This is an optimization exercise on Yosys and OpenROAD, whose aim is small area, a short achievable clock period and few clock cycles per item, not a production implementation.
Only simulation tests tie the RTL to the original design; equivalence was not proved.
Power figures rest on the tool's default switching activity, not on a simulated workload.

==> flow/design.v <==
package qr_pkg;
endpackage
`timescale 1ns/10ps
module qr_cordic_top (
	input  logic               clk,
	input  logic               rst,
	input  logic               en,
	output logic               rd_a,
	output logic [1:0]         rd_a_row,
	output logic [0:0]         rd_a_col,
	input  logic signed [12:0] rd_a_data,
	output logic               wr_r,
	output logic [1:0]         wr_r_row,
	output logic [0:0]         wr_r_col,
	output logic signed [12:0] wr_r_data,
	output logic               valid
);
	logic       busy;
	logic [2:0] sl;         
	logic [3:0] ph;         
	logic [2:0] sn;         
	logic [3:0] pn;
	assign pn = (ph == 4'd12) ? 4'd0 : ph + 4'd1;
	assign sn = (ph == 4'd12) ? sl + 3'd1 : sl;
	always_ff @(posedge clk or posedge rst) begin
		if (rst) begin
			busy  <= 1'b0;
			sl    <= '0;
			ph    <= '0;
			rd_a  <= 1'b0;
			wr_r  <= 1'b0;
			valid <= 1'b0;
		end else begin
			if (en) begin
				busy <= 1'b1;
				sl   <= 3'd7;
				ph   <= 4'd11;
			end else if (busy) begin
				busy <= !(sl == 3'd5 && ph == 4'd3);
				sl   <= sn;
				ph   <= pn;
			end
			rd_a  <= en || (busy && (sn == 3'd7 || sn <= 3'd2) && (pn == 4'd11 || pn == 4'd12));
			wr_r  <= busy && ((sn == 3'd4 && pn <= 4'd1) || (sn == 3'd5 && pn == 4'd3));
			valid <= busy && sn == 3'd5 && pn == 4'd3;
		end
	end
	logic       v_it, r_it, g_it, yp_cap;
	logic       ks_x1, ks_x2, ks_x3, ks_yp;    
	logic [3:0] jv, jr, jg;                    
	logic       w11, w12, w22;                 
	logic       s03, s14, s25;                 
	assign s03 = sn <= 3'd3;
	assign s14 = sn >= 3'd1 && sn <= 3'd4;
	assign s25 = sn >= 3'd2 && sn <= 3'd5;
	always_ff @(posedge clk) begin
		v_it   <= s03 && pn <= 4'd11;
		r_it   <= s03 && pn >= 4'd1;
		g_it   <= (s14 && pn >= 4'd3) || (s25 && pn <= 4'd1);
		yp_cap <= s14 && pn == 4'd0;
		ks_x1  <= busy && s03 && pn == 4'd12;
		ks_x2  <= busy && s14 && pn == 4'd0;
		ks_yp  <= busy && s14 && pn == 4'd1;
		ks_x3  <= busy && s25 && pn == 4'd2;
		w11    <= busy && sn == 3'd3 && pn == 4'd12;
		w12    <= busy && sn == 3'd4 && pn == 4'd0;
		w22    <= busy && sn == 3'd5 && pn == 4'd2;
		jv     <= pn;
		jr     <= jv;
		jg     <= (pn >= 4'd3) ? pn - 4'd3 : pn + 4'd10;
		rd_a_row <= en ? 2'd3 : 2'd2 - sn[1:0];
		rd_a_col <= !en && pn == 4'd12;
	end
	logic signed [11:0] y1, x2, y2, y3, y3p, ain;
	logic        [10:0] x1, x3;
	logic signed [11:0] x1e, x3e;
	logic [0:0]        dq;    
	assign x1e = {1'b0, x1};
	assign x3e = {1'b0, x3};
	assign ain = rd_a_data[11:0];
	logic signed [11:0] kin, kout;
	assign kin = ({12{ks_x1}} & x1e) | ({12{ks_x2}} & x2) | ({12{ks_x3}} & x3e) | ({12{ks_yp}} & y3p);
	qr_kgain u_k (.v(kin), .k(kout));
	logic signed [11:0] vx[0:1], vy[0:1];
	logic [0:0] vd;
	assign vx[0] = x1e;
	assign vy[0] = y1;
	logic signed [11:0] rx[0:1], ry[0:1];
	logic [0:0] rd;
	assign rx[0] = x2;
	assign ry[0] = y2;
	logic signed [11:0] gx[0:1], gy[0:1];
	logic [0:0] gd;
	assign gx[0] = x3e;
	assign gy[0] = y3;
	logic signed [11:0] vsx0, vsy0;
	assign vsx0 = vx[0] >>> jv;
	assign vsy0 = vy[0] >>> jv;
	assign vd[0] = ~vy[0][11];
	qr_addsub u_vx0 (.a(vx[0]), .b(vsy0), .add(vd[0]),  .s(vx[1]));
	qr_addsub u_vy0 (.a(vy[0]), .b(vsx0), .add(~vd[0]), .s(vy[1]));
	logic signed [11:0] rsx0, rsy0;
	assign rsx0 = rx[0] >>> jr;
	assign rsy0 = ry[0] >>> jr;
	assign rd[0] = dq[0];
	qr_addsub u_rx0 (.a(rx[0]), .b(rsy0), .add(rd[0]),  .s(rx[1]));
	qr_addsub u_ry0 (.a(ry[0]), .b(rsx0), .add(~rd[0]), .s(ry[1]));
	logic signed [11:0] gsx0, gsy0;
	assign gsx0 = gx[0] >>> jg;
	assign gsy0 = gy[0] >>> jg;
	assign gd[0] = ~gy[0][11];
	qr_addsub u_gx0 (.a(gx[0]), .b(gsy0), .add(gd[0]),  .s(gx[1]));
	qr_addsub u_gy0 (.a(gy[0]), .b(gsx0), .add(~gd[0]), .s(gy[1]));
	always_ff @(posedge clk) begin
		dq  <= vd;
		x1  <= v_it ? vx[1][10:0] : kout[10:0];
		y1  <= v_it ? vy[1] : ain;
		x2  <= r_it ? rx[1] : kout;
		y2  <= r_it ? ry[1] : ain;
		y3p <= yp_cap ? y2 : kout;
		x3  <= g_it ? gx[1][10:0] : kout[10:0];
		y3  <= g_it ? gy[1] : y3p;
	end
	always_ff @(posedge clk) begin
		if (w11 || w12 || w22) wr_r_data <= 13'(kout);
		if (w11) begin
			wr_r_row <= 2'd0;
			wr_r_col <= 1'b0;
		end else if (w12) begin
			wr_r_row <= 2'd0;
			wr_r_col <= 1'b1;
		end else if (w22) begin
			wr_r_row <= 2'd1;
			wr_r_col <= 1'b1;
		end
	end
endmodule
module qr_kgain (
	input  logic signed [11:0] v,
	output logic signed [11:0] k
);
	logic signed [21:0] ve;
	logic signed [21:0] p;
	assign ve = v;
	assign p  = (ve <<< 9) + (ve <<< 7) - (ve <<< 4) - (ve <<< 1);
	assign k  = p[21:10];
endmodule
module qr_addsub (
	input  logic [11:0] a,
	input  logic [11:0] b,
	input  logic        add,
	output logic [11:0] s
);
	logic [11:0] bb, g, p;
	logic [11:0] gl [0:4];
	logic [11:0] pl [0:4];
	assign bb = add ? b : ~b;
	assign g  = a & bb;
	assign p  = a ^ bb;
	always_comb begin
		gl[0] = g;
		pl[0] = p;
		gl[0][0] = g[0] | (p[0] & ~add);
		for (int l = 0; l < 4; l++) begin
			gl[l+1] = gl[l];
			pl[l+1] = pl[l];
			for (int i = 0; i < 12; i++) begin
				if ((i >> l) & 1) begin
					gl[l+1][i] = gl[l][i] | (pl[l][i] & gl[l][((i >> l) << l) - 1]);
					pl[l+1][i] = pl[l][i] & pl[l][((i >> l) << l) - 1];
				end
			end
		end
	end
	assign s = p ^ {gl[4][10:0], ~add};
endmodule
==> flow/config.mk <==
export PLATFORM = sky130hd
export DESIGN_NAME = qr_cordic_top
export DESIGN_NICKNAME = qr_cordic_top
export VERILOG_FILES = /design/flow/design.v
export SDC_FILE = /design/flow/constraint.sdc
export NUM_CORES = 4
export LEC_CHECK = 0
export CAP_MARGIN = 20
export CORE_MARGIN = 2
export CORE_UTILIZATION = 70
export CTS_BUF_LIST = sky130_fd_sc_hd__clkbuf_8
export SLEW_MARGIN = 20
==> flow/constraint.sdc <==
create_clock -name core_clock -period 17.0 [get_ports {clk}]
set_input_delay 3.4000 -clock core_clock [delete_from_list [all_inputs] [get_ports {clk}]]
set_output_delay 3.4000 -clock core_clock [all_outputs]
set_load 0.01 [all_outputs]
standard.sh (not shown) runs the stock make flow with config.mk's settings and CLKGATE_MAP_FILE= SYNTH_SCRIPT=/design/flow/synth_recipe.tcl, a recipe that flattens the netlist after the stock synthesis.
==> flow/flow/run.sh <==
#!/bin/bash
set -euo pipefail
bash standard.sh finish SETUP_SLACK_MARGIN=12.5 > orfs_flow.log 2>&1
Testbench counts at the start, summed over its fixed seeds: cycles 13,824, items 192.
Then changed:
Settings changed: CORE_UTILIZATION 70 to 60.
Result: Clock skew goes up by 7.3 ps. Sequential share of layout area hardly moves. Fmax stays flat. Worst setup slack improved by 3.5 ps. Count of clock-buffer cells in the layout went up by 1. Global-route usage is lower by 3.0 points. Area after synthesis stays the same. Flip-flop and latch count does not change. Via count is lower by 1.4%.
Then changed:
Settings changed: CORE_UTILIZATION 60 to 70, CTS_BUF_LIST sky130_fd_sc_hd__clkbuf_8 to default.
Outcome: Utilization grows by 12 points. Non-clock buffer count is lower by 7. Maximum frequency decreases by 0.65%. Worst hold slack barely changes.
Then changed:
Settings changed: CORE_UTILIZATION 70 to 40.
Result:
- The new run went through all stages and came out clean
- routed wire length rose by 2.5%
- synthesized area is unchanged
- clock-buffer cell count shrinks by 3
- first-iteration DRC count goes down by 30%
- worst hold slack got worse by 16 ps
- power barely changes
- synthesized cell count is unchanged
- worst setup slack improves by 46 ps

## what the ideal ports hide
The flow's constraints put no driver on any port. The routed layouts listed below were extracted and timed again, unchanged, in two steps. Step 1 sets driving cells, clkbuf_16 on the clock port and buf_2 on the other inputs (assumed; they add their load-dependent delay and slew). Step 2 moves the port delays by t, midway between the first and last clock arrival at a register: inputs arrive t later, outputs are due t later. That takes back most of the time a late clock gives input paths. a / b / c = no drivers / after step 1 / after step 2; a / b = the first two.
run	shift t [ns]	setup slack, ns	worst setup path after step 2	latest minus earliest clock arrival (ns)	worst register clock-pin slew, ns
the first run	0.484	12.547 / 12.504 / 12.549	input to register	0.015 / 0.014	0.08 / 0.08
the second run	0.499	12.550 / 12.509 / 12.554	input to register	0.021 / 0.021	0.10 / 0.10
the third run	0.467	12.521 / 12.474 / 12.550	input to register	0.011 / 0.010	0.06 / 0.06
the fourth run	0.473	12.568 / 12.521 / 12.497	input to register	0.013 / 0.012	0.07 / 0.07
After both steps every run listed still meets setup and hold. The setup slack of the fourth run, which loses most, moves by -0.047 ns with the drivers and by -0.071 ns with both steps.
